Source: an optimization exercise on an open RTL-to-GDS flow (aim: small area and a short achievable clock period). Production flows keep margins and buffers that such runs may drop.
In this exercise RTL edits were held to simulation tests only and were not proved equivalent to the original.

`flow/run.sh`:
```
#!/bin/bash
# synth_recipe.tcl (not shown) runs the flow's synth.tcl, then flattens the netlist and writes it again
# the make line also repeats each setting of config.mk as NAME=value (left out here)
make -C /OpenROAD-flow-scripts/flow DESIGN_CONFIG=/design/flow/config.mk WORK_HOME=/design/flow/orfs CLKGATE_MAP_FILE= SYNTH_SCRIPT=/design/flow/synth_recipe.tcl finish
```
`flow/constraint.sdc`:
```
create_clock -name core_clock -period 110.0 [get_ports {clk}]
set_input_delay 22.0000 -clock core_clock [delete_from_list [all_inputs] [get_ports {clk}]]
set_output_delay 22.0000 -clock core_clock [all_outputs]
set_load 0.01 [all_outputs]
```
`flow/design.v`:
```
`timescale 1ns/1ps
`default_nettype none
package isa_pkg;
    typedef logic [4:0] opcode_t;
    typedef logic [3:0] alu_op_t;
    typedef logic [1:0] fault_t;
    localparam alu_op_t IADD = 4'h0;
    localparam alu_op_t ISUB = 4'h1;
    localparam alu_op_t IMUL = 4'h2;
    localparam alu_op_t IDIV = 4'h3;
    localparam alu_op_t IREM = 4'h4;
    localparam alu_op_t INEG = 4'h5;
    localparam alu_op_t IOR  = 4'h8;
    localparam alu_op_t IXOR = 4'h9;
    localparam alu_op_t ISHL = 4'hC;
    localparam alu_op_t ISHR = 4'hD;
    localparam alu_op_t IAND = 4'hF;
    localparam opcode_t OP_PUSH = 5'h10;
    localparam opcode_t OP_POP  = 5'h11;
    localparam opcode_t OP_DUP  = 5'h12;
    localparam opcode_t OP_SWAP = 5'h13;
    localparam fault_t FAULT_NONE      = 2'd0;
    localparam fault_t FAULT_UNDERFLOW = 2'd1;
    localparam fault_t FAULT_OVERFLOW  = 2'd2;
    localparam fault_t FAULT_ILLEGAL   = 2'd3;
endpackage
`default_nettype wire
`timescale 1ns/1ps
`default_nettype none
package stack_pkg;
    typedef logic [31:0] word_t;
    localparam int STACK_DEPTH = 8;
    typedef logic [3:0] depth_t;
    typedef logic [2:0] sp_t;
endpackage
`default_nettype wire
`timescale 1ns/1ps
`default_nettype none
module alu (
    input  stack_pkg::word_t operand_a,
    input  stack_pkg::word_t operand_b,
    input  isa_pkg::alu_op_t op_select,
    output stack_pkg::word_t result
);
    logic [15:0] a_lo;
    logic [15:0] b_lo;
    logic [4:0]  shamt;
    assign a_lo  = operand_a[15:0];
    assign b_lo  = operand_b[15:0];
    assign shamt = operand_b[4:0];
    always_comb begin
        case (op_select)
            isa_pkg::IADD: result = operand_a + operand_b;
            isa_pkg::ISUB: result = operand_a - operand_b;
            isa_pkg::IMUL: result = a_lo * b_lo;
            isa_pkg::IDIV: begin
                if (b_lo == 16'd0) begin
                    result = 32'hFFFF_FFFF;
                end else begin
                    result = a_lo / b_lo;
                end
            end
            isa_pkg::IREM: begin
                if (b_lo == 16'd0) begin
                    result = {16'd0, a_lo};
                end else begin
                    result = a_lo % b_lo;
                end
            end
            isa_pkg::INEG: result = ~operand_a;
            isa_pkg::IOR:  result = operand_a | operand_b;
            isa_pkg::IXOR: result = operand_a ^ operand_b;
            isa_pkg::IAND: result = operand_a & operand_b;
            isa_pkg::ISHL: result = operand_a << shamt;
            isa_pkg::ISHR: result = operand_a >> shamt;
            default: result = 32'd0;
        endcase
    end
endmodule
`default_nettype wire
`timescale 1ns/1ps
`default_nettype none
module operand_stack (
    input  logic              clk,
    input  logic              rst_n,
    input  logic              push,
    input  logic              pop,
    input  logic              pop_write,
    input  logic              write_top,
    input  logic              swap,
    input  stack_pkg::word_t  wr_data,
    output stack_pkg::word_t  top,
    output stack_pkg::word_t  next,
    output stack_pkg::depth_t depth
);
    stack_pkg::word_t  entries [stack_pkg::STACK_DEPTH];
    stack_pkg::depth_t count;
    stack_pkg::sp_t    top_idx;
    stack_pkg::sp_t    next_idx;
    stack_pkg::sp_t    free_idx;
    assign free_idx = count[2:0];
    assign top_idx  = stack_pkg::sp_t'(count - 4'd1);
    assign next_idx = stack_pkg::sp_t'(count - 4'd2);
    assign top   = (count != 4'd0) ? entries[top_idx] : '0;
    assign next  = (count >= 4'd2) ? entries[next_idx] : '0;
    assign depth = count;
    always_ff @(posedge clk) begin
        if (!rst_n) begin
            count <= '0;
        end else if (push) begin
            count <= count + 4'd1;
        end else if (pop || pop_write) begin
            count <= count - 4'd1;
        end
    end
    always_ff @(posedge clk) begin
        if (push) begin
            entries[free_idx] <= wr_data;
        end
        if (pop_write) begin
            entries[next_idx] <= wr_data;
        end
        if (write_top) begin
            entries[top_idx] <= wr_data;
        end
        if (swap) begin
            entries[top_idx]  <= entries[next_idx];
            entries[next_idx] <= entries[top_idx];
        end
    end
endmodule
`default_nettype wire
`timescale 1ns/1ps
`default_nettype none
module stack_control (
    input  logic              clk,
    input  logic              rst_n,
    input  logic              cmd_valid,
    input  isa_pkg::opcode_t  cmd_op,
    input  stack_pkg::word_t  cmd_imm,
    input  stack_pkg::word_t  top,
    input  stack_pkg::word_t  next,
    input  stack_pkg::depth_t depth,
    input  stack_pkg::word_t  alu_result,
    output isa_pkg::alu_op_t  alu_op,
    output stack_pkg::word_t  operand_a,
    output stack_pkg::word_t  operand_b,
    output logic              push,
    output logic              pop,
    output logic              pop_write,
    output logic              write_top,
    output logic              swap,
    output stack_pkg::word_t  wr_data,
    output logic              done,
    output logic              fault,
    output isa_pkg::fault_t   fault_code
);
    logic   is_alu;
    logic   alu_legal;
    logic   is_unary;
    logic   full;
    isa_pkg::fault_t fault_c;
    logic   push_c;
    logic   pop_c;
    logic   pop_write_c;
    logic   write_top_c;
    logic   swap_c;
    assign is_alu   = ~cmd_op[4];
    assign alu_op   = cmd_op[3:0];
    assign is_unary = (alu_op == isa_pkg::INEG);
    assign full     = (depth >= stack_pkg::depth_t'(stack_pkg::STACK_DEPTH));
    always_comb begin
        case (alu_op)
            isa_pkg::IADD, isa_pkg::ISUB, isa_pkg::IMUL, isa_pkg::IDIV, isa_pkg::IREM, isa_pkg::INEG,
            isa_pkg::IOR, isa_pkg::IXOR, isa_pkg::ISHL, isa_pkg::ISHR, isa_pkg::IAND: alu_legal = 1'b1;
            default:                     alu_legal = 1'b0;
        endcase
    end
    assign operand_a = is_unary ? top : next;
    assign operand_b = top;
    always_comb begin
        fault_c     = isa_pkg::FAULT_NONE;
        push_c      = 1'b0;
        pop_c       = 1'b0;
        pop_write_c = 1'b0;
        write_top_c = 1'b0;
        swap_c      = 1'b0;
        if (is_alu) begin
            if (!alu_legal) begin
                fault_c = isa_pkg::FAULT_ILLEGAL;
            end else if (is_unary) begin
                if (depth < 4'd1) begin
                    fault_c = isa_pkg::FAULT_UNDERFLOW;
                end else begin
                    write_top_c = 1'b1;
                end
            end else if (depth < 4'd2) begin
                fault_c = isa_pkg::FAULT_UNDERFLOW;
            end else begin
                pop_write_c = 1'b1;
            end
        end else begin
            case (cmd_op)
                isa_pkg::OP_PUSH: begin
                    if (full) fault_c = isa_pkg::FAULT_OVERFLOW;
                    else      push_c  = 1'b1;
                end
                isa_pkg::OP_POP: begin
                    if (depth < 4'd1) fault_c = isa_pkg::FAULT_UNDERFLOW;
                    else              pop_c   = 1'b1;
                end
                isa_pkg::OP_DUP: begin
                    if (depth < 4'd1) fault_c = isa_pkg::FAULT_UNDERFLOW;
                    else if (full)    fault_c = isa_pkg::FAULT_OVERFLOW;
                    else              push_c  = 1'b1;
                end
                isa_pkg::OP_SWAP: begin
                    if (depth < 4'd2) fault_c = isa_pkg::FAULT_UNDERFLOW;
                    else              swap_c  = 1'b1;
                end
                default: fault_c = isa_pkg::FAULT_ILLEGAL;
            endcase
        end
    end
    assign push      = cmd_valid & push_c;
    assign pop       = cmd_valid & pop_c;
    assign pop_write = cmd_valid & pop_write_c;
    assign write_top = cmd_valid & write_top_c;
    assign swap      = cmd_valid & swap_c;
    assign wr_data = (cmd_op == isa_pkg::OP_PUSH) ? cmd_imm :
                     (cmd_op == isa_pkg::OP_DUP)  ? top     : alu_result;
    always_ff @(posedge clk) begin
        if (!rst_n) begin
            done       <= 1'b0;
            fault      <= 1'b0;
            fault_code <= isa_pkg::FAULT_NONE;
        end else begin
            done       <= cmd_valid;
            fault      <= cmd_valid && (fault_c != isa_pkg::FAULT_NONE);
            fault_code <= cmd_valid ? fault_c : isa_pkg::FAULT_NONE;
        end
    end
endmodule
`default_nettype wire
`timescale 1ns/1ps
`default_nettype none
module stack_core (
    input  logic              clk,
    input  logic              rst_n,
    input  logic              cmd_valid,
    input  isa_pkg::opcode_t  cmd_op,
    input  stack_pkg::word_t  cmd_imm,
    output logic              done,
    output logic              fault,
    output isa_pkg::fault_t   fault_code,
    output stack_pkg::word_t  tos,
    output stack_pkg::depth_t depth
);
    stack_pkg::word_t   top;
    stack_pkg::word_t   next;
    stack_pkg::word_t   wr_data;
    stack_pkg::word_t   operand_a;
    stack_pkg::word_t   operand_b;
    stack_pkg::word_t   alu_result;
    isa_pkg::alu_op_t alu_op;
    logic    push;
    logic    pop;
    logic    pop_write;
    logic    write_top;
    logic    swap;
    assign tos = top;
    stack_control u_control (
        .clk        (clk),
        .rst_n      (rst_n),
        .cmd_valid  (cmd_valid),
        .cmd_op     (cmd_op),
        .cmd_imm    (cmd_imm),
        .top        (top),
        .next       (next),
        .depth      (depth),
        .alu_result (alu_result),
        .alu_op     (alu_op),
        .operand_a  (operand_a),
        .operand_b  (operand_b),
        .push       (push),
        .pop        (pop),
        .pop_write  (pop_write),
        .write_top  (write_top),
        .swap       (swap),
        .wr_data    (wr_data),
        .done       (done),
        .fault      (fault),
        .fault_code (fault_code)
    );
    operand_stack u_stack (
        .clk       (clk),
        .rst_n     (rst_n),
        .push      (push),
        .pop       (pop),
        .pop_write (pop_write),
        .write_top (write_top),
        .swap      (swap),
        .wr_data   (wr_data),
        .top       (top),
        .next      (next),
        .depth     (depth)
    );
    alu u_alu (
        .operand_a (operand_a),
        .operand_b (operand_b),
        .op_select (alu_op),
        .result    (alu_result)
    );
endmodule
`default_nettype wire
```
`flow/config.mk`:
```
export PLATFORM = sky130hd
export DESIGN_NAME = stack_core
export DESIGN_NICKNAME = stack_core
export VERILOG_FILES = /design/flow/design.v
export SDC_FILE = /design/flow/constraint.sdc
export NUM_CORES = 4
export LEC_CHECK = 0
export CAP_MARGIN = 20
export CORE_MARGIN = 2
export CORE_UTILIZATION = 40
export SLEW_MARGIN = 20
```
==> notes.md <==
==> routing by layer <==
metal,GRT usage,part of all wire
met5,0,0.00028
met4,0.1727,0.063
met3,0.08056,0.11
met2,0.5453,0.43
met1,0.4678,0.40
==> through the flow <==
step / hold WS (ps) / setup WS (ps) / instance area, sq um
2_1_floorplan: 660.0 / 6.516 / 57280
3_3_place_gp: 753.1 / -358.7 / 61990
3_5_place_dp: 759.8 / -1794 / 62010
4_1_cts: 774.9 / 25.35 / 63370
5_1_grt: 836.6 / -1330 / 68360
6_report: 801.1 / 2445 / 68370
==> kinds of logic (layout without fill, tap and decap cells) <==
| group | after synthesis | after routing |
|---|---|---|
| mux | 313 | 313 |
| other cells | 1 | 18 |
| simple gates | 2579 | 2582 |
| compound gates | 2250 | 2253 |
| xor+xnor | 269 | 269 |
| buf+inv | 781 | 1257 |
| fa+ha+maj | 799 | 799 |
| flops | 264 | 264 |
==> placed cells by master (no fill, tap or decap), drive strengths merged, types with 182 or more instances in the layout <==
master	instances
a21oi	499
o21a	215
edfxtp	256
fa	196
buf	725
ha	603
nand2	849
o21ai	393
xnor2	182
inv	396
nor2	735
nor3	331
==> worst max path at each step <==
stage | start | end | slack [ps] | cells past startpoint
global placement | cmd_op[0] | u_stack.entries[4][23] | -360 | 436
finish | cmd_op[0] | u_stack.entries[4][31] | 2450 | 449
floorplan | cmd_op[3] | u_stack.entries[0][0] | 7 | 484
global route | cmd_op[0] | u_stack.entries[4][31] | -1330 | 452
detailed placement | cmd_op[0] | u_stack.entries[4][23] | -1790 | 436
CTS | cmd_op[0] | u_stack.entries[1][28] | 30 | 440
==> cells in the mapped netlist (55+ instances only) <==
cell	count	area share
mux2i_1	139	0.025
o21ai_0	349	0.031
xor2_1	86	0.013
buf_1	68	0.0045
or3_1	56	0.0062
xnor2_1	180	0.028
o22ai_1	68	0.0076
mux2_2	96	0.019
inv_1	383	0.026
nand3_1	132	0.012
edfxtp_1	256	0.14
a211oi_1	70	0.0093
nor3_1	323	0.029
o211ai_1	148	0.020
or2_2	65	0.0072
nand2_1	847	0.057
a21o_1	105	0.014
mux4_2	75	0.030
a31oi_1	79	0.0088
ha_1	603	0.13
o21a_1	214	0.029
o31ai_1	150	0.020
nand2b_1	67	0.0075
nor4_1	55	0.0061
clkbuf_1	275	0.018
nor2_1	734	0.049
fa_1	196	0.070
a21oi_1	495	0.044
==> what timing repair did <==
action,4_1_cts,5_1_grt
hold endpoints to repair,0,0
resized for setup,33,510
endpoints found under the setup margin,256,256
cloned,0,11
hold buffers,0,0
pin swaps,9,376
setup buffers,9,291
==> sequential cells by signal, indices dropped and copies added (netlist names) <==
| register | cells |
|---|---|
| u_control.fault_code | 2 |
| u_control.fault | 1 |
| u_stack.entries | 256 |
| u_stack.count | 4 |
| u_control.done | 1 |
==> critical path, delay by kind of cell <==
| kind | cells | cell delay (ps) |
|---|---|---|
| buffers and inverters | 18 | 2530 |
| multiplexers | 11 | 3430 |
| AND/OR/NAND/NOR | 112 | 18370 |
| adder cells (fa/ha/maj) | 31 | 8360 |
| AO/OA/AOI/OAI | 277 | 53010 |
==> final cells by class <==
cell class | count | area (sq um)
Inverter | 398 | 1500
Clock buffer | 32 | 737.0
Multi-Input combinational cell | 6232 | 48880
Tap cell | 1876 | 2347
Antenna cell | 2 | 5.005
Fill cell | 13480 | 71170
Sequential cell | 264 | 7853
Clock inverter | 22 | 324.1
Timing Repair Buffer | 805 | 6720
==> impl_metrics.toml <==
[status]
status = "timing/DRC/antenna clean"

[setup_path]
cp_common_cell = "o21a_1"
crit_path_max_incr_delay_ps = 590
r2r_setup_slack_ps = 18800
arrival_ps = 107880
critPathSlowestCell = "or4b_2"
cp_max_fo = 8
worstPathRequired_ps = 110320
rr_startpoint = "u_stack.count[0]"
criticalPathCategory = "in2reg"
reg2reg_depth = 455
setup.worst_path.end_class = "flip-flop"
startpoint_type = "primary input"
regToRegEndpoint = "u_stack.entries[4][31]"

[global_route]
grt_pass1_vias = 58050
grt_usage = 0.3550
globalRouteOverflowTotal = 0
antenna_found_initial = 10
grt_max_degree = 66
grt_pass1_wl_mm = 382.7

[hold_path]
hp-start = "u_stack.count[3]"
hp-class = "reg2reg"
min_to = "u_stack.count[3]"
whs_path_depth = 2

[clock_tree]
htree_levels = 1
cts_tree = "built"
numCtsBuffers = 29
root_buffer = "clkbuf_16"
clkSinkCount = 264
clk_latency_ps = 600
clk_path_buf_depth = 3
clk_pin_slew_ps = 60

[floorplan]
die_x_microns = 378.9
die_area_sq_um = 143600
core_sq_um = 139500
die_h_microns = 378.9
io_pins = 80
start_util = 0.4029
rows = 137

[timing]
fin_tns_setup_ps = 0
fmax_mhz = 9.298
min_period_over_period = 0.9778
slew_headroom = 0.1592
setup_viol = 0
finalHoldViolCount = 0
maxSlewViolCount = 0
grt_setup_unrepaired = "true"
finalClockSkew_ps = 26.28
finalCriticalPeriod_ps = 107550
tightest_slew_ps = 1250

[yosys]
muxShareOfSynthArea = 0.07476
synth-compound-area-share = 0.2737
synthDistinctLibCells = 130
synth_top_family_by_area = "compound AO/OA/AOI/OAI gates"
synthXorXnorAreaFrac = 0.04231
synth-seq-area-share = 0.1396
synth-edff-count = 256
yosys.area_share.simple = 0.2118
synth_top_flop_cell = "edfxtp_1"
yosys_warnings = 3
syn_area_sq_um = 56220
synth-async-reset-ratio = 0
syn_avg_cell_area_sq_um = 7.748
yosys.area_share.adder = 0.2040
synth_cells = 7256
ys_ff_latch = 264

[layout]
drive_above_1_share = 0.2016
stdcell_count = 9631
fin_util = 0.4900
nets = 8569
area_delta_synth_final_pct = 21.61

[flow_run]
max_cap_violations = 0

[placement]
gp_congestion = 1.047
dp_hpwl_mm = 196.4
place.port_buffers = 79
dp.cells = 9266

[routing]
route.detailed.drc = 0
num_vias = 63140
dr.pass1.iters = 6
drtIter0Drc = 7380
wl_per_cell_microns = 28.04
ant_nets = 0
totalWireLength_mm = 270.1
routed_via_density = 6.555

-- port drivers added, routing unchanged --
No port has a modelled driver above. Below, the same layout with a new extraction and two added sets of constraints. Step 1: set_driving_cell puts a clkbuf_16 on clk and a buf_2 on each other input, an assumption about the parent block. Step 2 moves the port delays by t, midway between the first and last clock arrival at a register: inputs arrive t later, outputs are due t later. That takes back most of the time a late clock gives input paths. Three values: ideal ports, drivers, drivers and shift; two values: the first two.
shift t [ns]: 0.655
setup slack, ns: 2.445 / 2.489 / 1.834
worst setup path at the end: input to register
After both steps setup and hold are still met in this run. For this run, drivers alone change the setup slack by +0.044 ns; drivers and shift together by -0.611 ns.
